Context: an optimization exercise on an open-source flow, tuned for small area, a short achievable clock period and few clock cycles per item. The choices shown serve that exercise and are no tape-out recipe.
At most, simulation tests tie the RTL to the original design; equivalence was not proved.
Only the layout flow was run in run 1; the RTL was not checked for function there.

## flow/design.v (module list and top-level ports; edited modules follow where they fit)
// module barometer_pressure_compensation_unit: 1276 lines
module barometer_pressure_compensation_unit (
    input  wire logic        clk,
    input  wire logic        rst_n,
    input  wire logic        s_tvalid,
    output logic             s_tready,
    input  wire logic [23:0] s_tdata,
    output logic             m_tvalid,
    input  wire logic        m_tready,
    output logic [23:0]      m_tdata,
    output logic [0:0]       m_tuser,
    input  wire logic        cfg_we,
    input  wire logic [bpc_pkg::CFG_ADDR_BITS-1:0] cfg_addr,
    input  wire logic [bpc_pkg::COEF_BITS-1:0]     cfg_wdata
);
  // ...
==> flow/flow/run.sh <==
#!/bin/bash
# The standard layout, with one step added between synthesis and floorplan.
# polarity.py rewrites the synthesized netlist without changing its function:
#  - a full adder complements both outputs when its three inputs are
#    complemented, so each fa cell takes its inputs in whichever polarity needs
#    fewer inverters; a half adder whose inputs are both wanted complemented
#    is rebuilt as an xor2 and a nor2 of those complements;
#  - each fa cell's latest-arriving input goes to its carry-input pin, the
#    fastest of the three (the cell is symmetric in them).
# Registers and every other step are the standard flow's, except that the
# ports are buffered with buf_2 cells (BUFFER_PORTS_ARGS) rather than the slow
# delay-buffer cell the resizer picks. Each tool's output is logged here.
set -euo pipefail
res=orfs/results/${FLOW_PLATFORM}/barometer_pressure_compensation_unit/base
bash standard.sh synth > standard_synth.log 2>&1
cp "$res/1_2_yosys.v" synth_netlist.v
python3 flow/polarity.py synth_netlist.v "$res/1_2_yosys.v" > polarity.log 2>&1
touch "$res/1_2_yosys.v"
bash standard.sh "BUFFER_PORTS_ARGS=-buffer_cell sky130_fd_sc_hd__buf_2" finish > standard_finish.log 2>&1
==> flow/flow/polarity.py <==
#!/usr/bin/env python3
"""Removes inverters around full-adder cells of a flat sky130 gate netlist.

A full adder is self-dual: complementing its three inputs complements both
outputs.  Each fa cell may therefore be "flipped" (inputs and outputs taken
in complemented form) without changing what the netlist computes.  The script
collapses the netlist's inverters, picks a flip for every fa cell by local
search so that as few signals as possible are needed in both polarities, and
writes the netlist back with one inverter per signal that still needs its
complement.  A half adder may likewise take both inputs complemented: it is then
written as an xor2 (same sum) and a nor2 (same carry) of the complements.
Last, each full adder's latest-arriving input (by rough delays) is moved to its
carry-input pin, the fastest.  Flip-flops, ports and every other cell are left
as they are.

usage: polarity.py IN.v OUT.v
"""
import re
import sys
import random

OUT_PINS = {"X", "Y", "Q", "Q_N", "SUM", "COUT", "HI", "LO", "GCLK"}
INV_RE = re.compile(r"^sky130_fd_sc_hd__(inv|clkinv)_\d+$")
FA_RE = re.compile(r"^sky130_fd_sc_hd__fa_\d+$")
HA_RE = re.compile(r"^sky130_fd_sc_hd__ha_\d+$")


def esc(net):
    """an escaped identifier ends at white space"""
    return net + " " if net.startswith("\\") else net


def parse(text):
    m = re.search(r"^\s*module\s+(\w+)\s*\((.*?)\);", text, re.S | re.M)
    ports = [p.strip() for p in m.group(2).split(",")]
    cell_re = re.compile(r"^  (sky130_fd_sc_hd__\w+)\s+(\S+)\s*\((.*?)\n  \);\n", re.S | re.M)
    cells = []
    spans = []
    for cm in cell_re.finditer(text):
        pins = {}
        for pm in re.finditer(r"\.(\w+)\(([^()]*)\)", cm.group(3)):
            pins[pm.group(1)] = pm.group(2).strip()
        cells.append([cm.group(1), cm.group(2), pins])
        spans.append((cm.start(), cm.end()))
    return ports, cells, spans


# rough delays (ns) for ordering the inputs of each full adder: its carry input
# is its fastest, so the latest-arriving signal goes there
FA_SUM = {"A": 0.53, "B": 0.50, "CIN": 0.48}
FA_COUT = {"A": 0.42, "B": 0.39, "CIN": 0.36}


def permute_fa_inputs(final, is_port):
    drv = {}
    for key, (typ, name, pins) in final.items():
        for p, n in pins.items():
            if p in OUT_PINS:
                drv[n] = key
    seq = lambda t: ("dfrtp" in t or "dfxtp" in t or "edfxtp" in t or "dfstp" in t
                     or "conb" in t or "dlx" in t)
    arr = {}
    state = {}

    def arrival(net):
        if net in arr:
            return arr[net]
        stack = [net]
        while stack:
            n = stack[-1]
            if n in arr:
                stack.pop()
                continue
            key = drv.get(n)
            if key is None:
                arr[n] = 1.7 if is_port(n) else 0.0
                stack.pop()
                continue
            typ, name, pins = final[key]
            if seq(typ):
                arr[n] = 0.45
                stack.pop()
                continue
            ins = [m for p, m in pins.items() if p not in OUT_PINS]
            todo = [m for m in ins if m not in arr]
            if todo:
                if state.get(n) == "visiting":
                    raise RuntimeError("combinational loop at " + n)
                state[n] = "visiting"
                stack.extend(todo)
                continue
            if FA_RE.match(typ):
                order = sorted((pins["A"], pins["B"], pins["CIN"]), key=lambda m: arr[m])
                a = dict(zip(("A", "B", "CIN"), order))
                pins.update(a)
                tsum = max(arr[a[p]] + FA_SUM[p] for p in a)
                tco = max(arr[a[p]] + FA_COUT[p] for p in a)
                arr[pins["SUM"]] = tsum
                arr[pins["COUT"]] = tco
            else:
                d = 0.06 if INV_RE.match(typ) else (0.3 if "__ha_" in typ else 0.2)
                t = max(arr[m] for m in ins) + d if ins else 0.0
                for p, m in pins.items():
                    if p in OUT_PINS:
                        arr[m] = t
            stack.pop()
        return arr[net]

    before = {k: (v[2]["A"], v[2]["B"], v[2]["CIN"]) for k, v in final.items() if FA_RE.match(v[0])}
    for key, (typ, name, pins) in final.items():
        for p, n in pins.items():
            if p in OUT_PINS:
                arrival(n)
    return sum(1 for k, v in before.items()
               if (final[k][2]["A"], final[k][2]["B"], final[k][2]["CIN"]) != v)


def main():
    src, dst = sys.argv[1], sys.argv[2]
    text = open(src).read()
    ports, cells, spans = parse(text)
    assert "assign" not in text, "netlist has assign statements"

    def is_port(net):
        base = net.lstrip("\\").split("[")[0].strip()
        return base in ports

    driver = {}            # net -> (cell index, pin)
    loads = {}             # net -> list of (cell index, pin)
    for i, (typ, name, pins) in enumerate(cells):
        for p, n in pins.items():
            if p in OUT_PINS:
                assert n not in driver, f"two drivers on {n}"
                driver[n] = (i, p)
            else:
                loads.setdefault(n, []).append((i, p))

    # inverters that may be collapsed: input driven by a cell, output feeding only cells
    inv = set()
    for i, (typ, name, pins) in enumerate(cells):
        if INV_RE.match(typ):
            a, y = pins["A"], pins["Y"]
            if a in driver and not is_port(a) and not is_port(y) and y in loads:
                inv.add(i)

    def root(net):
        pol = 0
        while net in driver and driver[net][0] in inv:
            net = cells[driver[net][0]][2]["A"]
            pol ^= 1
        return net, pol

    # flippable cells: a full adder flips its outputs with its inputs; a half
    # adder fed complemented inputs is rebuilt as xor2 + nor2, outputs unchanged
    fa = [i for i, c in enumerate(cells) if FA_RE.match(c[0]) or HA_RE.match(c[0])]
    faidx = {i: k for k, i in enumerate(fa)}
    # requirements: for each root net, list of (fa index or -1, polarity)
    req = {}
    for i, (typ, name, pins) in enumerate(cells):
        if i in inv:
            continue
        for p, n in pins.items():
            if p in OUT_PINS:
                continue
            r, pol = root(n)
            req.setdefault(r, []).append((faidx.get(i, -1), pol, i, p))
    src_fa = {}
    for r in req:
        if r in driver and driver[r][0] in faidx and FA_RE.match(cells[driver[r][0]][0]):
            src_fa[r] = faidx[driver[r][0]]
    touch = [[] for _ in fa]
    for r, lst in req.items():
        ks = {k for k, _, _, _ in lst if k >= 0}
        if r in src_fa:
            ks.add(src_fa[r])
        for k in ks:
            touch[k].append(r)

    x = [0] * len(fa)

    def cost(r):
        sp = x[src_fa[r]] if r in src_fa else 0
        for k, pol, _, _ in req[r]:
            if (pol ^ (x[k] if k >= 0 else 0)) != sp:
                return 1
        return 0

    def total():
        return sum(cost(r) for r in req)

    start = total()
    best = list(x)
    best_cost = start
    rng = random.Random(1)
    for trial in range(8):
        if trial:
            x = [v if rng.random() < 0.8 else 1 - v for v in best]
        improved = True
        while improved:
            improved = False
            for k in range(len(fa)):
                rs = set(touch[k])
                before = sum(cost(r) for r in rs)
                x[k] ^= 1
                after = sum(cost(r) for r in rs)
                if after < before:
                    improved = True
                else:
                    x[k] ^= 1
        c = total()
        if c < best_cost:
            best, best_cost = list(x), c
    x = best

    # rewrite: drop collapsed inverters, add one inverter per root that needs it
    newpins = {}
    added = []
    decl = []
    for r, lst in req.items():
        sp = x[src_fa[r]] if r in src_fa else 0
        comp = None
        for k, pol, i, p in lst:
            need = pol ^ (x[k] if k >= 0 else 0)
            if need == sp:
                net = r
            else:
                if comp is None:
                    comp = f"polnet_{len(added)}"
                    added.append((r, comp))
                    decl.append(f"  wire {comp};\n")
                net = comp
            newpins.setdefault(i, {})[p] = net
    # final connections of every kept cell, and the added inverters
    final = {}
    for i, (typ, name, pins) in enumerate(cells):
        if i in inv:
            continue
        p2 = dict(pins)
        p2.update(newpins.get(i, {}))
        final[i] = [typ, name, p2]
    for j, (r, c) in enumerate(added):
        final[("pol", j)] = ["sky130_fd_sc_hd__inv_1", f"polinv_{j}", {"A": r, "Y": c}]
    permuted = permute_fa_inputs(final, is_port)
    out = []
    last = 0
    for i, (s, e) in enumerate(spans):
        out.append(text[last:s])
        last = e
        if i in inv:
            continue
        typ, name, pins = final[i]
        if HA_RE.match(typ) and x[faidx[i]]:
            a, b = esc(pins["A"]), esc(pins["B"])
            if "SUM" in pins:
                out.append(f"  sky130_fd_sc_hd__xor2_1 {name} (\n    .A({a}),\n    .B({b}),\n"
                           f"    .X({esc(pins['SUM'])})\n  );\n")
            if "COUT" in pins:
                nm = name + "_nor " if name.startswith("\\") else name + "_nor"
                out.append(f"  sky130_fd_sc_hd__nor2_1 {nm} (\n    .A({a}),\n    .B({b}),\n"
                           f"    .Y({esc(pins['COUT'])})\n  );\n")
            continue
        body = ",\n".join(f"    .{p}({esc(n)})" for p, n in pins.items())
        out.append(f"  {typ} {name} (\n{body}\n  );\n")
    tail = text[last:]
    body = "".join(out)
    ins = "".join(f"  sky130_fd_sc_hd__inv_1 polinv_{j} (\n    .A({esc(r)}),\n    .Y({c})\n  );\n"
                  for j, (r, c) in enumerate(added))
    tail = tail.replace("endmodule", ins + "endmodule", 1)
    # declare the new nets after the module's port list declarations
    k = body.find("  wire ")
    body = body[:k] + "".join(decl) + body[k:]
    open(dst, "w").write(body + tail)
    print(f"fa and ha cells {len(fa)}, flipped {sum(x)}; inverters collapsed {len(inv)}, "
          f"signals needing a complement {start} -> {best_cost}, inverters written {len(added)}; "
          f"fa cells with inputs reordered {permuted}")


main()
==> flow/standard.sh <==
#!/bin/bash
# synth_recipe.tcl (not shown) runs the flow's synth.tcl, then flattens the netlist and writes it again
# the make line also repeats each setting of config.mk as NAME=value (left out here)
make -C /OpenROAD-flow-scripts/flow DESIGN_CONFIG=/design/flow/config.mk WORK_HOME=/design/flow/orfs CLKGATE_MAP_FILE= SYNTH_SCRIPT=/design/flow/synth_recipe.tcl "${@:-finish}"
==> flow/config.mk <==
export PLATFORM = sky130hd
export DESIGN_NAME = barometer_pressure_compensation_unit
export DESIGN_NICKNAME = barometer_pressure_compensation_unit
export VERILOG_FILES = /design/flow/design.v
export SDC_FILE = /design/flow/constraint.sdc
export NUM_CORES = 4
export LEC_CHECK = 0
export ABC_AREA = 1
export CAP_MARGIN = 20
export CORE_MARGIN = 2
export CORE_UTILIZATION = 40
export CTS_BUF_LIST = sky130_fd_sc_hd__clkbuf_4
export GPL_ROUTABILITY_DRIVEN = 0
export SETUP_SLACK_MARGIN = 2.5
export SLEW_MARGIN = 20
==> flow/constraint.sdc <==
create_clock -name core_clock -period 7.5 [get_ports {clk}]
set_input_delay 1.5000 -clock core_clock [delete_from_list [all_inputs] [get_ports {clk}]]
set_output_delay 1.5000 -clock core_clock [all_outputs]
set_load 0.01 [all_outputs]
==> flow_summary.yaml, run 1 <==
outcome:
  status: "finished clean"
die:
  tap_cells: 959
  rows: 99
detailed_routing:
  drc_errors: 0
  wl_per_cell_um: 18.2
  wl_met3_mm: 5.49
cells_and_area:
  syn_to_final_growth_pct: 12.4
  multi_input_area_um2: 18600
  num-nonclk-buffers: 129
  finalNonFillerCells: 4179
  multi_input_area_share: 0.558
  register_area_um2: 9760
  nNetsFinal: 3730
  final.clkbuf_count: 127
  nonClkBufAreaFrac: 0.0270
  drive_above_1_share: 0.131
  largest_cell_class: "multi-input combinational cells"
  stdcell_area_um2: 33400
global_route:
  grt_overflow_total: 0
setup_path:
  worst-path-stages: 20
  start_kind: "flip-flop"
  worst-r2r-setup-slack_ns: 2.62
  cpPeakStageDelay_ns: 0.59
place:
  placed_cell_area_um2: 31100
  post-place-ws_ns: 2.00
timing:
  hold_ws_ns: 0.376
  finalHoldViolations: 0
  fin_crit_sh: 0.651
  finalMaxSlewViolations: 0
  rsz0062_at_grt: "yes"
hold_path:
  holdPathEnd: "p2_reg[9]$_DFFE_PP_"
flow_run:
  cap_violations: 0
clock_tree:
  clkLatencyLatePin_ns: 0.89
==> inputs of run 2 (changes only) <==
--- a/flow/design.v
+++ b/flow/design.v
@@ -44,5 +44,4 @@
     logic        en;
     logic [9:0]  p1_reg, t1_reg;
-    logic [4:0]  ts1_reg, ts2_reg, ts3_reg;    
     logic [3:0]  tk_next, tk2_reg;
     logic [11:0] temp_next;
@@ -50,9 +49,9 @@
     logic [27:0] y_next, y2_reg;
     logic [9:0]  p2_reg, t2_reg;
-    logic [8:0]  lo_sum;
+    logic [16:0]  lo_sum;
     logic        c3_reg;
-    logic [36-1:0] ra3_reg, rb3_reg;
+    logic [28-1:0] ra3_reg, rb3_reg;
     logic [11:0] temp3_reg;
-    logic [36-1:0] s_full;
+    logic [28-1:0] s_full;
     logic [25:0] v;
     logic        clip_lo4_reg, clip_hi4_reg;
@@ -111,7 +110,7 @@
             vld <= {vld[2:0], s_tvalid};
     end
-    wire ta_pp_d0_1 = ts1_reg[0] & c12_ok;
-    wire ta_pp_d0_2 = ts2_reg[0] & c12_ok;
-    wire ta_pp_d0_3 = ts3_reg[0] & c12_ok;
+    wire ta_pp_d0_1 = ~t1_reg[1] & t1_reg[0] & c12_ok;
+    wire ta_pp_d0_2 = t1_reg[1] & ~t1_reg[0] & c12_ok;
+    wire ta_pp_d0_3 = t1_reg[1] & t1_reg[0] & c12_ok;
     wire ta_pp_0_0 = (ta_pp_d0_1 & c12_reg[0]) | (ta_pp_d0_2 & 1'b0) | (ta_pp_d0_3 & c12x3_reg[0]);
     wire ta_pp_0_1 = (ta_pp_d0_1 & c12_reg[1]) | (ta_pp_d0_2 & c12_reg[0]) | (ta_pp_d0_3 & c12x3_reg[1]);
@@ -130,7 +129,7 @@
     wire ta_pp_0_14 = (ta_pp_d0_1 & c12_reg[13]) | (ta_pp_d0_2 & c12_reg[13]) | (ta_pp_d0_3 & c12x3_reg[14]);
     wire ta_pp_0_15 = (ta_pp_d0_1 & c12_reg[13]) | (ta_pp_d0_2 & c12_reg[13]) | (ta_pp_d0_3 & c12x3_reg[15]);
-    wire ta_pp_d1_1 = ts1_reg[1] & c12_ok;
-    wire ta_pp_d1_2 = ts2_reg[1] & c12_ok;
-    wire ta_pp_d1_3 = ts3_reg[1] & c12_ok;
+    wire ta_pp_d1_1 = ~t1_reg[3] & t1_reg[2] & c12_ok;
+    wire ta_pp_d1_2 = t1_reg[3] & ~t1_reg[2] & c12_ok;
+    wire ta_pp_d1_3 = t1_reg[3] & t1_reg[2] & c12_ok;
     wire ta_pp_1_0 = (ta_pp_d1_1 & c12_reg[0]) | (ta_pp_d1_2 & 1'b0) | (ta_pp_d1_3 & c12x3_reg[0]);
     wire ta_pp_1_1 = (ta_pp_d1_1 & c12_reg[1]) | (ta_pp_d1_2 & c12_reg[0]) | (ta_pp_d1_3 & c12x3_reg[1]);
@@ -149,7 +148,7 @@
     wire ta_pp_1_14 = (ta_pp_d1_1 & c12_reg[13]) | (ta_pp_d1_2 & c12_reg[13]) | (ta_pp_d1_3 & c12x3_reg[14]);
     wire ta_pp_1_15 = (ta_pp_d1_1 & c12_reg[13]) | (ta_pp_d1_2 & c12_reg[13]) | (ta_pp_d1_3 & c12x3_reg[15]);
-    wire ta_pp_d2_1 = ts1_reg[2] & c12_ok;
-    wire ta_pp_d2_2 = ts2_reg[2] & c12_ok;
-    wire ta_pp_d2_3 = ts3_reg[2] & c12_ok;
+    wire ta_pp_d2_1 = ~t1_reg[5] & t1_reg[4] & c12_ok;
+    wire ta_pp_d2_2 = t1_reg[5] & ~t1_reg[4] & c12_ok;
+    wire ta_pp_d2_3 = t1_reg[5] & t1_reg[4] & c12_ok;
     wire ta_pp_2_0 = (ta_pp_d2_1 & c12_reg[0]) | (ta_pp_d2_2 & 1'b0) | (ta_pp_d2_3 & c12x3_reg[0]);
     wire ta_pp_2_1 = (ta_pp_d2_1 & c12_reg[1]) | (ta_pp_d2_2 & c12_reg[0]) | (ta_pp_d2_3 & c12x3_reg[1]);
@@ -168,7 +167,7 @@
     wire ta_pp_2_14 = (ta_pp_d2_1 & c12_reg[13]) | (ta_pp_d2_2 & c12_reg[13]) | (ta_pp_d2_3 & c12x3_reg[14]);
     wire ta_pp_2_15 = (ta_pp_d2_1 & c12_reg[13]) | (ta_pp_d2_2 & c12_reg[13]) | (ta_pp_d2_3 & c12x3_reg[15]);
-    wire ta_pp_d3_1 = ts1_reg[3] & c12_ok;
-    wire ta_pp_d3_2 = ts2_reg[3] & c12_ok;
-    wire ta_pp_d3_3 = ts3_reg[3] & c12_ok;
+    wire ta_pp_d3_1 = ~t1_reg[7] & t1_reg[6] & c12_ok;
+    wire ta_pp_d3_2 = t1_reg[7] & ~t1_reg[6] & c12_ok;
+    wire ta_pp_d3_3 = t1_reg[7] & t1_reg[6] & c12_ok;
     wire ta_pp_3_0 = (ta_pp_d3_1 & c12_reg[0]) | (ta_pp_d3_2 & 1'b0) | (ta_pp_d3_3 & c12x3_reg[0]);
     wire ta_pp_3_1 = (ta_pp_d3_1 & c12_reg[1]) | (ta_pp_d3_2 & c12_reg[0]) | (ta_pp_d3_3 & c12x3_reg[1]);
@@ -187,7 +186,7 @@
     wire ta_pp_3_14 = (ta_pp_d3_1 & c12_reg[13]) | (ta_pp_d3_2 & c12_reg[13]) | (ta_pp_d3_3 & c12x3_reg[14]);
     wire ta_pp_3_15 = (ta_pp_d3_1 & c12_reg[13]) | (ta_pp_d3_2 & c12_reg[13]) | (ta_pp_d3_3 & c12x3_reg[15]);
-    wire ta_pp_d4_1 = ts1_reg[4] & c12_ok;
-    wire ta_pp_d4_2 = ts2_reg[4] & c12_ok;
-    wire ta_pp_d4_3 = ts3_reg[4] & c12_ok;
+    wire ta_pp_d4_1 = ~t1_reg[9] & t1_reg[8] & c12_ok;
+    wire ta_pp_d4_2 = t1_reg[9] & ~t1_reg[8] & c12_ok;
+    wire ta_pp_d4_3 = t1_reg[9] & t1_reg[8] & c12_ok;
     wire ta_pp_4_0 = (ta_pp_d4_1 & c12_reg[0]) | (ta_pp_d4_2 & 1'b0) | (ta_pp_d4_3 & c12x3_reg[0]);
     wire ta_pp_4_1 = (ta_pp_d4_1 & c12_reg[1]) | (ta_pp_d4_2 & c12_reg[0]) | (ta_pp_d4_3 & c12x3_reg[1]);
@@ -206,7 +205,7 @@
     wire ta_pp_4_14 = (ta_pp_d4_1 & c12_reg[13]) | (ta_pp_d4_2 & c12_reg[13]) | (ta_pp_d4_3 & c12x3_reg[14]);
     wire ta_pp_4_15 = (ta_pp_d4_1 & c12_reg[13]) | (ta_pp_d4_2 & c12_reg[13]) | (ta_pp_d4_3 & c12x3_reg[15]);
-    wire ty_pp_d0_1 = ts1_reg[0] & b2_ok;
-    wire ty_pp_d0_2 = ts2_reg[0] & b2_ok;
-    wire ty_pp_d0_3 = ts3_reg[0] & b2_ok;
+    wire ty_pp_d0_1 = ~t1_reg[1] & t1_reg[0] & b2_ok;
+    wire ty_pp_d0_2 = t1_reg[1] & ~t1_reg[0] & b2_ok;
+    wire ty_pp_d0_3 = t1_reg[1] & t1_reg[0] & b2_ok;
     wire ty_pp_0_0 = (ty_pp_d0_1 & b2_reg[0]) | (ty_pp_d0_2 & 1'b0) | (ty_pp_d0_3 & b2x3_reg[0]);
     wire ty_pp_0_1 = (ty_pp_d0_1 & b2_reg[1]) | (ty_pp_d0_2 & b2_reg[0]) | (ty_pp_d0_3 & b2x3_reg[1]);
@@ -227,7 +226,7 @@
     wire ty_pp_0_16 = (ty_pp_d0_1 & b2_reg[15]) | (ty_pp_d0_2 & b2_reg[15]) | (ty_pp_d0_3 & b2x3_reg[16]);
     wire ty_pp_0_17 = (ty_pp_d0_1 & b2_reg[15]) | (ty_pp_d0_2 & b2_reg[15]) | (ty_pp_d0_3 & b2x3_reg[17]);
-    wire ty_pp_d1_1 = ts1_reg[1] & b2_ok;
-    wire ty_pp_d1_2 = ts2_reg[1] & b2_ok;
-    wire ty_pp_d1_3 = ts3_reg[1] & b2_ok;
+    wire ty_pp_d1_1 = ~t1_reg[3] & t1_reg[2] & b2_ok;
+    wire ty_pp_d1_2 = t1_reg[3] & ~t1_reg[2] & b2_ok;
+    wire ty_pp_d1_3 = t1_reg[3] & t1_reg[2] & b2_ok;
     wire ty_pp_1_0 = (ty_pp_d1_1 & b2_reg[0]) | (ty_pp_d1_2 & 1'b0) | (ty_pp_d1_3 & b2x3_reg[0]);
     wire ty_pp_1_1 = (ty_pp_d1_1 & b2_reg[1]) | (ty_pp_d1_2 & b2_reg[0]) | (ty_pp_d1_3 & b2x3_reg[1]);
@@ -248,7 +247,7 @@
     wire ty_pp_1_16 = (ty_pp_d1_1 & b2_reg[15]) | (ty_pp_d1_2 & b2_reg[15]) | (ty_pp_d1_3 & b2x3_reg[16]);
     wire ty_pp_1_17 = (ty_pp_d1_1 & b2_reg[15]) | (ty_pp_d1_2 & b2_reg[15]) | (ty_pp_d1_3 & b2x3_reg[17]);
-    wire ty_pp_d2_1 = ts1_reg[2] & b2_ok;
-    wire ty_pp_d2_2 = ts2_reg[2] & b2_ok;
-    wire ty_pp_d2_3 = ts3_reg[2] & b2_ok;
+    wire ty_pp_d2_1 = ~t1_reg[5] & t1_reg[4] & b2_ok;
+    wire ty_pp_d2_2 = t1_reg[5] & ~t1_reg[4] & b2_ok;
+    wire ty_pp_d2_3 = t1_reg[5] & t1_reg[4] & b2_ok;
     wire ty_pp_2_0 = (ty_pp_d2_1 & b2_reg[0]) | (ty_pp_d2_2 & 1'b0) | (ty_pp_d2_3 & b2x3_reg[0]);
     wire ty_pp_2_1 = (ty_pp_d2_1 & b2_reg[1]) | (ty_pp_d2_2 & b2_reg[0]) | (ty_pp_d2_3 & b2x3_reg[1]);
@@ -269,7 +268,7 @@
     wire ty_pp_2_16 = (ty_pp_d2_1 & b2_reg[15]) | (ty_pp_d2_2 & b2_reg[15]) | (ty_pp_d2_3 & b2x3_reg[16]);
     wire ty_pp_2_17 = (ty_pp_d2_1 & b2_reg[15]) | (ty_pp_d2_2 & b2_reg[15]) | (ty_pp_d2_3 & b2x3_reg[17]);
-    wire ty_pp_d3_1 = ts1_reg[3] & b2_ok;
-    wire ty_pp_d3_2 = ts2_reg[3] & b2_ok;
-    wire ty_pp_d3_3 = ts3_reg[3] & b2_ok;
+    wire ty_pp_d3_1 = ~t1_reg[7] & t1_reg[6] & b2_ok;
+    wire ty_pp_d3_2 = t1_reg[7] & ~t1_reg[6] & b2_ok;
+    wire ty_pp_d3_3 = t1_reg[7] & t1_reg[6] & b2_ok;
     wire ty_pp_3_0 = (ty_pp_d3_1 & b2_reg[0]) | (ty_pp_d3_2 & 1'b0) | (ty_pp_d3_3 & b2x3_reg[0]);
     wire ty_pp_3_1 = (ty_pp_d3_1 & b2_reg[1]) | (ty_pp_d3_2 & b2_reg[0]) | (ty_pp_d3_3 & b2x3_reg[1]);
@@ -290,7 +289,7 @@
     wire ty_pp_3_16 = (ty_pp_d3_1 & b2_reg[15]) | (ty_pp_d3_2 & b2_reg[15]) | (ty_pp_d3_3 & b2x3_reg[16]);
     wire ty_pp_3_17 = (ty_pp_d3_1 & b2_reg[15]) | (ty_pp_d3_2 & b2_reg[15]) | (ty_pp_d3_3 & b2x3_reg[17]);
-    wire ty_pp_d4_1 = ts1_reg[4] & b2_ok;
-    wire ty_pp_d4_2 = ts2_reg[4] & b2_ok;
-    wire ty_pp_d4_3 = ts3_reg[4] & b2_ok;
+    wire ty_pp_d4_1 = ~t1_reg[9] & t1_reg[8] & b2_ok;
+    wire ty_pp_d4_2 = t1_reg[9] & ~t1_reg[8] & b2_ok;
+    wire ty_pp_d4_3 = t1_reg[9] & t1_reg[8] & b2_ok;
     wire ty_pp_4_0 = (ty_pp_d4_1 & b2_reg[0]) | (ty_pp_d4_2 & 1'b0) | (ty_pp_d4_3 & b2x3_reg[0]);
     wire ty_pp_4_1 = (ty_pp_d4_1 & b2_reg[1]) | (ty_pp_d4_2 & b2_reg[0]) | (ty_pp_d4_3 & b2x3_reg[1]);
@@ -1250,7 +1249,7 @@
                    + 4'(t1_reg >= 10'd980);
     assign temp_next = bpc_pkg::T_BASE + 12'(tk2_reg) - 12'(t2_reg) - 12'({t2_reg, 1'b0});
-    assign lo_sum = {1'b0, tc_ra[8-1:0]} + {1'b0, tc_rb[8-1:0]};
-    assign s_full = ra3_reg + rb3_reg + 36'(c3_reg);
-    assign v      = s_full[36-1:10];
+    assign lo_sum = {1'b0, tc_ra[16-1:0]} + {1'b0, tc_rb[16-1:0]};
+    assign s_full = ra3_reg + rb3_reg + 28'(c3_reg);
+    assign v      = s_full[28-1:2];
     assign hl     = 13'(v[21:10]) + 13'(v[9:0]);
     always_comb
@@ -1270,10 +1269,4 @@
             p1_reg       <= s_tdata[9:0];
             t1_reg       <= s_tdata[19:10];
-            for (int j = 0; j < 5; j++)
-            begin
-                ts1_reg[j] <= s_tdata[10+2*j+:2] == 2'd1;
-                ts2_reg[j] <= s_tdata[10+2*j+:2] == 2'd2;
-                ts3_reg[j] <= s_tdata[10+2*j+:2] == 2'd3;
-            end
             x2_reg       <= x_next;
             y2_reg       <= y_next;
@@ -1281,7 +1274,7 @@
             t2_reg       <= t1_reg;
             tk2_reg      <= tk_next;
-            c3_reg       <= lo_sum[8];
-            ra3_reg      <= tc_ra[43:8];
-            rb3_reg      <= tc_rb[43:8];
+            c3_reg       <= lo_sum[16];
+            ra3_reg      <= tc_ra[43:16];
+            rb3_reg      <= tc_rb[43:16];
             temp3_reg    <= temp_next;
             clip_lo4_reg <= v[25];
--- a/flow/config.mk
+++ b/flow/config.mk
@@ -11,5 +11,4 @@
 export CORE_UTILIZATION = 40
 export CTS_BUF_LIST = sky130_fd_sc_hd__clkbuf_4
-export GPL_ROUTABILITY_DRIVEN = 0
 export SETUP_SLACK_MARGIN = 2.5
 export SLEW_MARGIN = 20
==> run 2 against run 1 <==
Clock-buffer cell count is 17 lower. Hold slack better by 0.033 ns. First-iteration DRC count is 0.76% lower. Clock skew is 0.0072 ns lower. Register-to-register slack worse by 0.04 ns. Critical path depth is 7 lower. Non-clock buffer count is 95 higher. Die area is 3.2% lower. Via count is 0.62% lower. Critical endpoint is now c3_reg$_DFFE_PP_.
==> flow_summary.yaml, run 2 <==
detailed_routing:
  via_count: 22053
  drc_errors: 0
  dr.pass1.iters: 6
  routed_wl_mm: 80.7
  via_per_inst: 5.26
  drtIter0Drc: 1835
  postRouteAntennaNets: 0
  wl_per_cell_um: 19.3
setup_path:
  cp_max_fo: 26
  crit_path_end_kind: "flip-flop"
  required_ns: 8.00
  cpPeakStageDelay_ns: 0.56
  crit_arrival_ns: 5.42
  reg2reg_from: "p2_reg[5]$_DFFE_PP_"
  crit_start: "p2_reg[5]$_DFFE_PP_"
  path_cells: "buf_8, nand2_1, fa_1, fa_1, fa_2, fa_1, fa_1, nor2_2, fa_1, fa_1, ha_4, a21oi_1, o221ai_1"
  crit_top_cell: "fa_1"
  start_kind: "flip-flop"
  critical_path.slowest_cell: "fa_1"
  path_class: "reg2reg"
global_route:
  antenna_found_initial: 2
  grt_max_degree: 79
  gr-usage-all-layers: 0.218
  use_met3: 0.0354
  grt_util_met1: 0.273
  grt_pass1_wl_mm: 125
  grt_overflow_total: 0
  grt_pass1_vias: 22831
  grtUsageMet2: 0.370
  busiest_layer: "met2"
hold_path:
  hp-class: "reg2reg"
  hold_start: "temp3_reg[0]$_DFFE_PP_"
die:
  initial_core_util: 0.403
  rows: 98
  die-area_um2: 74000
  die_w_um: 272
  io_pins: 74
  core_area_um2: 71400
  fp.dieH_um: 272
clock_tree:
  h-tree-depth: 3
  clockBufferDepth: 3
  clkTransAtPathRegs_ns: 0.07
  clkLatencyLatePin_ns: 0.84
  tritoncts: "done"
  cts_root_buffer: "clkbuf_4"
  numCtsBuffers: 81
  holdBufCountCts: 0
  cts.sinks: 295
place:
  gp_routability_congestion: 0.948
  placed_cell_area_um2: 30100
  post-place-ws_ns: 1.95
  portBuffers: 69
  dp_hpwl_mm: 61.0
  dp.cells: 3909
outcome:
  status: "finished clean"
timing:
  finalHoldViolations: 0
  max_slew_margin: 0.454
  rsz0062_at_grt: "yes"
  fin_crit_sh: 0.656
  final-setup-viol-count: 0
  finalMaxSlewViolations: 0
  tns_ns: 0
  max_freq_mhz: 203
  finClkSkew_ns: 0.0896
  worst_slack_ns: 2.58
  min_period_ns: 4.92
  tightest_slew_ns: 0.819
cells_and_area:
  drive_above_1_share: 0.172
  stdcell_area_um2: 33100
  layout_common_cells: "553 x nand2_1, 387 x inv_1, 382 x fa_1"
  fill_cells: 6879
  final_common_cell: "nand2_1"
  postLayoutCoreUtil: 0.464
  finalNonFillerCells: 4191
  syn_to_final_growth_pct: 15.1
  largest_reg_flops: 28
  nNetsFinal: 3758
synth:
  syn_area_per_cell_um2: 9.73
  syn_inst: 2955
  synth_warnings: 1
  syn_area_um2: 28800
  syn_nets: 3538
flow_run:
  cap_violations: 0
run 2: cell type report:
type                    instances  area, um^2  area share
repair buffers                224        1770      0.0535
flip-flops and latches        295        8820       0.267
diodes                          1        2.50   0.0000756
inverters                     414        1600      0.0483
clock inverters                38         250     0.00756
well taps                     950        1190      0.0359
clock buffers                 110         826      0.0250
multi-input cells            2159       18600       0.563
run 2: path summary, 6_finish.rpt:
check / to / slack [ns] / depth (start not counted)
min in group asynchronous: ok_reg[2]$_DFFE_PN0P_ / 0.57 / 1
hold / removal: temp4_reg[0]$_DFFE_PP_ / 0.41 / 0
max in group asynchronous: vld[2]$_DFFE_PN0P_ / 6.65 / 1
hold reg to reg: temp4_reg[0]$_DFFE_PP_ / 0.41 / 0
setup / recovery: c3_reg$_DFFE_PP_ / 2.58 / 13
setup reg to reg: c3_reg$_DFFE_PP_ / 2.58 / 13
run 2: worst max-delay path: cells and delay by family (launching register included):
kind	cells	cell delay, ns
adders and majority gates	8	3.49
DFF	1	0.37
AOI/OAI and AO/OA	2	0.27
and+or+nand+nor	2	0.25
buffers and inverters	1	0.24
run 2: routing by layer:
| metal | wire length (um) | share of wire |
|---|---|---|
| met1 | 32800 | 0.41 |
| met2 | 39000 | 0.48 |
| met3 | 4980 | 0.062 |
| met4 | 3890 | 0.048 |
| met5 | 23 | 0.00028 |
run 2: what timing repair did:
action                                  in CTS  in global routing
pin swaps                                    7                 31
cloned                                       2                  2
endpoints found under the setup margin      52                 25
endpoints found under the hold margin        0                  0
setup buffers                               61                 68
gates resized for setup                     77                126
run 2: through the flow:
step                hold slack (ns)
detailed placement            0.405
floorplan                     0.400
global route                  0.420
global placement              0.402
finish                        0.409
CTS                           0.412
Testbench counts of run 2, summed over its fixed seeds: cycles 12,032, items 12,000.
==> inputs of run 3 (changes only) <==
--- a/flow/config.mk
+++ b/flow/config.mk
@@ -11,4 +11,5 @@
 export CORE_UTILIZATION = 40
 export CTS_BUF_LIST = sky130_fd_sc_hd__clkbuf_4
+export PLACE_DENSITY = 0.5
 export SETUP_SLACK_MARGIN = 2.5
 export SLEW_MARGIN = 20
==> run 3 against run 2 <==
Clock skew down 0.0020 ns. Setup slack worse by 0.022 ns. Routed wire length rose by 8.9%. First-iteration DRC count fell by 12%. Sequential share of layout area is 0.12 points lower. Cell area grew 0.45%. Synthesized cell count unchanged. Sequential cell count stayed put. Critical path type unchanged. Critical endpoint is now y2_reg[23]$_DFFE_PP_. Largest cell class unchanged.
==> flow_summary.yaml, run 3 <==
clock_tree:
  clkLatencyLatePin_ns: 0.87
  holdBufCountCts: 0
  h-tree-depth: 3
  numCtsBuffers: 82
  clkTransAtPathRegs_ns: 0.06
  clockBufferDepth: 3
  tritoncts: "done"
  cts_root_buffer: "clkbuf_4"
  cts.sinks: 295
die:
  die-area_um2: 74000
  fp.dieH_um: 272
  io_pins: 74
  initial_core_util: 0.403
  die_w_um: 272
  core_area_um2: 71400
  rows: 98
timing:
  finalHoldViolations: 0
  fin_crit_sh: 0.659
  finClkSkew_ns: 0.0876
  finalMaxSlewViolations: 0
  min_period_ns: 4.94
  final-setup-viol-count: 0
  worst_slack_ns: 2.56
  max_slew_margin: 0.347
  tns_ns: 0
  tightest_slew_ns: 0.979
  max_freq_mhz: 202
  rsz0062_at_grt: "yes"
cells_and_area:
  register_area_um2: 8820
  multi_input_area_um2: 18700
  finalNonFillerCells: 4193
  layout_common_cells: "553 x nand2_1, 381 x inv_1, 373 x fa_1"
  syn_to_final_growth_pct: 15.6
  fill_cells: 6861
  drive_above_1_share: 0.181
  nNetsFinal: 3768
  final_common_cell: "nand2_1"
  largest_reg_flops: 28
global_route:
  grt_overflow_total: 0
  antenna_found_initial: 2
  grt_pass1_vias: 23230
  grt_max_degree: 88
  grt_pass1_wl_mm: 134
  gr-usage-all-layers: 0.236
flow_run:
  cap_violations: 0
detailed_routing:
  wl_per_cell_um: 21.0
  routed_wl_mm: 87.9
  via_count: 22242
  via_per_inst: 5.30
  dr.pass1.iters: 5
  drc_errors: 0
  drtIter0Drc: 1615
  postRouteAntennaNets: 0
synth:
  synth_warnings: 1
  syn_area_per_cell_um2: 9.73
  syn_nets: 3538
  syn_area_um2: 28800
  syn_inst: 2955
place:
  post-place-ws_ns: 1.78
  gp_routability_congestion: 0.939
  portBuffers: 69
  dp_hpwl_mm: 67.3
  dp.cells: 3912
setup_path:
  crit_arrival_ns: 5.54
  required_ns: 8.10
  cp_max_fo: 14
  start_kind: "flip-flop"
  crit_path_end_kind: "flip-flop"
  path_class: "reg2reg"
hold_path:
  hp-class: "reg2reg"
outcome:
  status: "finished clean"
[run 3: metrics by stage]
| step | hold WS, ns | utilization | cell area, um^2 |
|---|---|---|---|
| floorplan | 0.400 | - | 28800 |
| global placement | 0.401 | 0.423 | 30200 |
| detailed placement | 0.405 | 0.423 | 30200 |
| CTS | 0.415 | 0.450 | 32100 |
| global route | 0.421 | 0.466 | 33200 |
| finish | 0.412 | 0.466 | 33200 |
[run 3: metal layers]
layer  wire, um  up-vias  GRT usage
li1           -    10275          -
met1      35900    11042      0.295
met2      44700      756      0.417
met3       4480      167     0.0318
met4       2880        2     0.0875
met5         13        -          0
[run 3: path summary, 6_finish.rpt]
path                                        start                endpoint  slack (ns)  cells past startpoint
hold / removal             temp3_reg[1]$_DFFE_PP_  temp4_reg[1]$_DFFE_PP_        0.41                      0
hold reg to reg            temp3_reg[1]$_DFFE_PP_  temp4_reg[1]$_DFFE_PP_        0.41                      0
min in group asynchronous                   rst_n   ok_reg[3]$_DFFE_PN0P_        0.58                      1
max in group asynchronous                   rst_n   ok_reg[0]$_DFFE_PN0P_        6.61                      1
setup / recovery            ok_reg[2]$_DFFE_PN0P_    y2_reg[23]$_DFFE_PP_        2.56                     20
setup reg to reg            ok_reg[2]$_DFFE_PN0P_    y2_reg[23]$_DFFE_PP_        2.56                     20
[run 3: cell type report]
| class | count | area share |
|---|---|---|
| Antenna cell | 2 | 0.000151 |
| Clock buffer | 115 | 0.0260 |
| Clock inverter | 25 | 0.00463 |
| Inverter | 414 | 0.0488 |
| Multi-Input combinational cell | 2159 | 0.563 |
| Sequential cell | 295 | 0.265 |
| Tap cell | 950 | 0.0358 |
| Timing Repair Buffer | 233 | 0.0561 |
[run 3: worst max-delay path: stages (launching register included)]
cell        delay (ns)
dfrtp_1           0.48
clkinvlp_4        0.19
buf_12            0.19
nor2_4            0.27
clkinvlp_4        0.16
buf_4             0.18
buf_4             0.14
o22ai_1           0.15
a21oi_1           0.10
fa_1              0.53
fa_1              0.45
fa_1              0.50
inv_1             0.04
ha_2              0.32
a21oi_2           0.19
o21ai_0           0.10
a21oi_1           0.21
nand3_2           0.14
nand2_1           0.09
o211ai_1          0.14
xor2_1            0.17
[run 3: what timing repair did]
| action | CTS | global route |
|---|---|---|
| pin swaps | 6 | 32 |
| setup endpoints to repair | 35 | 32 |
| gates resized for setup | 87 | 139 |
| setup buffers | 75 | 58 |
| cloned | 1 | 5 |
==> inputs of run 4 (changes only) <==
--- a/flow/config.mk
+++ b/flow/config.mk
@@ -11,5 +11,5 @@
 export CORE_UTILIZATION = 40
 export CTS_BUF_LIST = sky130_fd_sc_hd__clkbuf_4
-export PLACE_DENSITY = 0.5
+export GPL_ROUTABILITY_DRIVEN = 0
 export SETUP_SLACK_MARGIN = 2.5
 export SLEW_MARGIN = 20
==> run 4 against run 3 <==
Still clean. Utilization is 0.50 points lower. Non-clock buffer count is 29 lower. Area after synthesis unchanged. Hold slack worse by 0.0073 ns.
==> flow_summary.yaml, run 4 <==
place:
  dp.cells: 3907
  post-place-ws_ns: 1.98
  portBuffers: 69
  dp_hpwl_mm: 58.1
detailed_routing:
  postRouteAntennaNets: 0
  routed_wl_mm: 77.3
  via_per_inst: 5.28
  dr.pass1.iters: 8
  via_count: 22004
  drtIter0Drc: 1987
  wl_per_cell_um: 18.5
  drc_errors: 0
setup_path:
  crit_path_end_kind: "flip-flop"
  start_kind: "flip-flop"
  reg2regPathDepth: 18
  worst-path-buf-inv: 4
  crit_top_cell: "fa_1"
  required_ns: 8.10
  cp_max_fo: 8
  critical-path-top-delay-family: "adder cells"
  cpPeakStageDelay_ns: 0.53
  crit_start: "t1_reg[3]$_DFFE_PP_"
  worst-path-stages: 18
  path_cells: "buf_4, nand2_1, nor2_1, buf_4, inv_1, o22ai_1, a21oi_1, fa_1, fa_1, fa_1, inv_1, ha_1, nand2_1, nor4_1, nand3_1, nand3_2, a31oi_1, xor2_1"
  worst-r2r-setup-slack_ns: 2.62
  path_class: "reg2reg"
  crit_arrival_ns: 5.48
  reg2reg_from: "t1_reg[3]$_DFFE_PP_"
  critical_path.slowest_cell: "fa_1"
hold_path:
  hp-class: "reg2reg"
  hold_start: "p1_reg[5]$_DFFE_PP_"
  holdPathStages: 0
synth:
  syn_area_per_cell_um2: 9.73
  synth_warnings: 1
  syn_inst: 2955
  syn_nets: 3538
  syn_area_um2: 28800
clock_tree:
  tritoncts: "done"
  holdBufCountCts: 0
  h-tree-depth: 3
  numCtsBuffers: 82
  cts.sinks: 295
  clkLatencyLatePin_ns: 0.90
  clkTransAtPathRegs_ns: 0.07
  cts_root_buffer: "clkbuf_4"
  clockBufferDepth: 3
global_route:
  grt_util_met1: 0.258
  use_met3: 0.0398
  busiest_layer: "met2"
  grt_overflow_total: 0
  grt_max_degree: 74
  grt_pass1_vias: 22320
  grtUsageMet2: 0.354
  antenna_found_initial: 4
  gr-usage-all-layers: 0.209
  grt_pass1_wl_mm: 121
timing:
  rsz0062_at_grt: "yes"
  finalHoldViolations: 0
  finClkSkew_ns: 0.0897
  final-setup-viol-count: 0
  finalMaxSlewViolations: 0
  tns_ns: 0
  tightest_slew_ns: 0.924
  max_slew_margin: 0.384
  worst_slack_ns: 2.62
  max_freq_mhz: 205
  min_period_ns: 4.88
  fin_crit_sh: 0.651
cells_and_area:
  postLayoutCoreUtil: 0.461
  syn_to_final_growth_pct: 14.4
  largest_reg_flops: 28
  drive_above_1_share: 0.161
  nNetsFinal: 3740
  finalNonFillerCells: 4171
  final_common_cell: "nand2_1"
  layout_common_cells: "559 x nand2_1, 392 x inv_1, 382 x fa_1"
die:
  core_area_um2: 71400
  die_w_um: 272
  rows: 98
  die-area_um2: 74000
  fp.dieH_um: 272
  initial_core_util: 0.403
  io_pins: 74
flow_run:
  cap_violations: 0
outcome:
  status: "finished clean"
run 4: what timing repair did:
item                                    CTS  global route
pin swaps                                 2            20
setup buffers                            58            50
cloned                                    3             5
endpoints found under the setup margin   44            22
gates resized for setup                  59           111
run 4: worst register-to-register path: stages, from the launching register on:
cell and delay, ns:
edfxtp_1 0.52, buf_4 0.21, nand2_1 0.13, nor2_1 0.06, buf_4 0.17, inv_1 0.25, o22ai_1 0.12, a21oi_1 0.16
fa_1 0.47, fa_1 0.53, fa_1 0.53, inv_1 0.05, ha_1 0.33, nand2_1 0.15, nor4_1 0.43, nand3_1 0.15
nand3_2 0.12, a31oi_1 0.09, xor2_1 0.16
run 4: worst paths after layout:
kind,endpoint
min in group asynchronous,ok_reg[0]$_DFFE_PN0P_
max in group asynchronous,vld[1]$_DFFE_PN0P_
setup / recovery,x2_reg[23]$_DFFE_PP_
hold reg to reg,p2_reg[5]$_DFFE_PP_
setup reg to reg,x2_reg[23]$_DFFE_PP_
hold / removal,p2_reg[5]$_DFFE_PP_
run 4: per-stage QoR:
step | instance area, um^2 | hold WS, ns
2_1_floorplan | 28800 | 0.400
3_5_place_dp | 30100 | 0.405
6_report | 32900 | 0.405
5_1_grt | 32900 | 0.404
4_1_cts | 32000 | 0.387
3_3_place_gp | 30100 | 0.403
run 4: cell type report:
type	instances	area (um^2)
Clock inverter	30	195
Timing Repair inverter	1	5.00
Multi-Input combinational cell	2159	18500
Timing Repair Buffer	204	1690
Sequential cell	295	8820
Inverter	414	1580
Fill cell	6829	38500
Antenna cell	5	12.5
Clock buffer	113	848
Tap cell	950	1190
run 4: routing by layer:
layer / vias to the layer above / share of wire
li1: 10225 / -
met1: 10545 / 0.40
met2: 998 / 0.48
met3: 234 / 0.075
met4: 2 / 0.051
met5: - / 0.00018
==> inputs of run 5 (changes only) <==
--- a/flow/config.mk
+++ b/flow/config.mk
@@ -9,5 +9,5 @@
 export CAP_MARGIN = 20
 export CORE_MARGIN = 2
-export CORE_UTILIZATION = 40
+export CORE_UTILIZATION = 50
 export CTS_BUF_LIST = sky130_fd_sc_hd__clkbuf_4
 export GPL_ROUTABILITY_DRIVEN = 0
==> run 5 against run 4 <==
Utilization rose by 12 points. Clock skew is 0.041 ns lower. Sequential share of layout area down 0.087 points. Die area decreased by 20%. Register-to-register slack got worse by 0.07 ns. Critical path type unchanged. Highest routed layer is now met4.
==> flow_summary.yaml, run 5 <==
die:
  core_area_um2: 56600
  rows: 87
  io_pins: 74
  die-area_um2: 59400
  initial_core_util: 0.508
  die_w_um: 244
  fp.dieH_um: 244
detailed_routing:
  wl_per_cell_um: 19.7
  dr.pass1.iters: 11
  drtIter0Drc: 2834
  routed_wl_mm: 78.4
  via_count: 22457
  drc_errors: 0
  postRouteAntennaNets: 0
  via_per_inst: 5.65
clock_tree:
  holdBufCountCts: 0
  cts_root_buffer: "clkbuf_4"
  cts.sinks: 295
  clkLatencyLatePin_ns: 0.87
  clkTransAtPathRegs_ns: 0.07
  numCtsBuffers: 79
  h-tree-depth: 3
  tritoncts: "done"
  clockBufferDepth: 3
setup_path:
  crit_path_end_kind: "flip-flop"
  start_kind: "flip-flop"
  crit_arrival_ns: 5.54
  path_class: "reg2reg"
  reg2regPathDepth: 18
  worst-r2r-setup-slack_ns: 2.55
  cp_max_fo: 8
  r2r_end: "x2_reg[23]$_DFFE_PP_"
  required_ns: 8.09
  reg2reg_from: "t1_reg[9]$_DFFE_PP_"
cells_and_area:
  postLayoutCoreUtil: 0.583
  syn_to_final_growth_pct: 14.8
  layout_common_cells: "549 x nand2_1, 390 x inv_1, 376 x fa_1"
  nNetsFinal: 3747
  final_common_cell: "nand2_1"
  finalNonFillerCells: 3976
  fill_cells: 4864
  largest_reg_flops: 28
  stdcell_area_um2: 33000
  drive_above_1_share: 0.177
hold_path:
  holdPathEnd: "p2_reg[6]$_DFFE_PP_"
  hold_start: "p1_reg[6]$_DFFE_PP_"
  hp-class: "reg2reg"
  holdPathStages: 0
timing:
  worst_slack_ns: 2.55
  max_slew_margin: 0.414
  tns_ns: 0
  min_period_ns: 4.95
  fin_crit_sh: 0.660
  tightest_slew_ns: 0.879
  finalHoldViolations: 0
  finClkSkew_ns: 0.0486
  final-setup-viol-count: 0
  max_freq_mhz: 202
  hold_ws_ns: 0.386
  rsz0062_at_grt: "yes"
  finalMaxSlewViolations: 0
place:
  placed_cell_area_um2: 29900
  dp_hpwl_mm: 59.4
  dp.cells: 3711
  post-place-ws_ns: 1.85
  portBuffers: 69
synth:
  syn_area_per_cell_um2: 9.73
  syn_area_um2: 28800
  syn_inst: 2955
  synth_warnings: 1
  syn_nets: 3538
global_route:
  grt_max_degree: 73
  grt_pass1_vias: 22662
  grt_overflow_total: 0
  grt_pass1_wl_mm: 121
  gr-usage-all-layers: 0.261
  antenna_found_initial: 2
outcome:
  status: "finished clean"
flow_run:
  cap_violations: 0
-- run 5: cell types whose count changed in the layout (fill, tap and decap cells not counted), moves of 8 or more --
cell / previous run / this run
ha_4: 4 / 21
a21oi_1: 230 / 222
nor2_4: 20 / 28
ha_1: 122 / 110
clkinv_2: 11 / 3
nand2_1: 559 / 549
buf_4: 110 / 123
-- run 5: what timing repair did --
item | CTS | global route
endpoints found under the hold margin | 0 | 0
setup endpoints to repair | 44 | 32
buffers inserted | 51 | 73
gates resized for setup | 74 | 182
cloned | 1 | 3
pin swaps | 4 | 44
-- run 5: final cells by class --
type | instances | area [um^2] | area share
multi-input combinational | 2159 | 18900 | 0.574
sequential | 295 | 8820 | 0.267
timing repair buffer | 215 | 1700 | 0.0514
inverter | 414 | 1590 | 0.0482
tap | 756 | 946 | 0.0287
clock buffer | 111 | 833 | 0.0253
clock inverter | 24 | 173 | 0.00523
antenna | 2 | 5.00 | 0.000152
-- run 5: worst max path at each step --
stage / to / depth (start not counted) / start
after global routing: y2_reg[27]$_DFFE_PP_ / 21 / t1_reg[9]$_DFFE_PP_
final: x2_reg[23]$_DFFE_PP_ / 18 / t1_reg[9]$_DFFE_PP_
after floorplan: c3_reg$_DFFE_PP_ / 14 / p2_reg[7]$_DFFE_PP_
after CTS: x2_reg[23]$_DFFE_PP_ / 18 / t1_reg[4]$_DFFE_PP_
after detailed placement: x2_reg[23]$_DFFE_PP_ / 18 / t1_reg[2]$_DFFE_PP_
after global placement: x2_reg[23]$_DFFE_PP_ / 18 / t1_reg[2]$_DFFE_PP_
-- run 5: worst max-delay path: stages (launching register included) --
cell and delay (ns):
edfxtp_1 0.53, buf_4 0.20, nor2_1 0.11, inv_1 0.13, nor2_4 0.25, inv_1 0.20, o22ai_1 0.18, a21oi_1 0.10
fa_1 0.46, fa_1 0.41, fa_1 0.45, fa_1 0.47, xor2_2 0.22, nand2_1 0.15, nor4_2 0.30, nand3_1 0.14
nand3_2 0.14, a31oi_1 0.10, xor2_1 0.16
-- run 5: metal layers --
layer  vias to the layer above  routed length [um]  share of wire  track usage
met4                         0                4940          0.063        0.123
li1                      10224                   -              -            -
met2                      1145               37800           0.48        0.449
met3                       319                5630          0.072       0.0445
met1                     10769               30100           0.38        0.321
met5                         -                   0              0            0

## port drivers added, routing unchanged
No port has a modelled driver above. Below, the same layouts with a new extraction and two added sets of constraints.
Step 1, drivers: a clkbuf_16 drives clk and a buf_2 each remaining input, both assumed.
Step 2, shift: input delay + t, output delay - t, t = (earliest + latest rising clock arrival at the registers) / 2. This alone moves slack from input paths to output paths.
a / b / c = ideal ports / drivers / drivers and shift; a / b = the first two.
| run | shift t [ns] | setup slack, ns | hold WS [ns] | pins driven straight from the clock port |
|---|---|---|---|---|
| run 1 | 0.896 | 2.616 / 2.616 / 2.616 | 0.376 / 0.376 / 0.376 | 1 |
| run 2 | 0.852 | 2.579 / 2.579 / 2.579 | 0.409 / 0.409 / 0.409 | 1 |
| run 3 | 0.881 | 2.558 / 2.558 / 2.558 | 0.412 / 0.412 / 0.412 | 1 |
| run 4 | 0.915 | 2.620 / 2.620 / 2.620 | 0.405 / 0.405 / 0.405 | 1 |
| run 5 | 0.891 | 2.549 / 2.549 / 2.549 | 0.386 / 0.386 / 0.386 | 1 |
After both steps setup and hold are still met in every run listed.
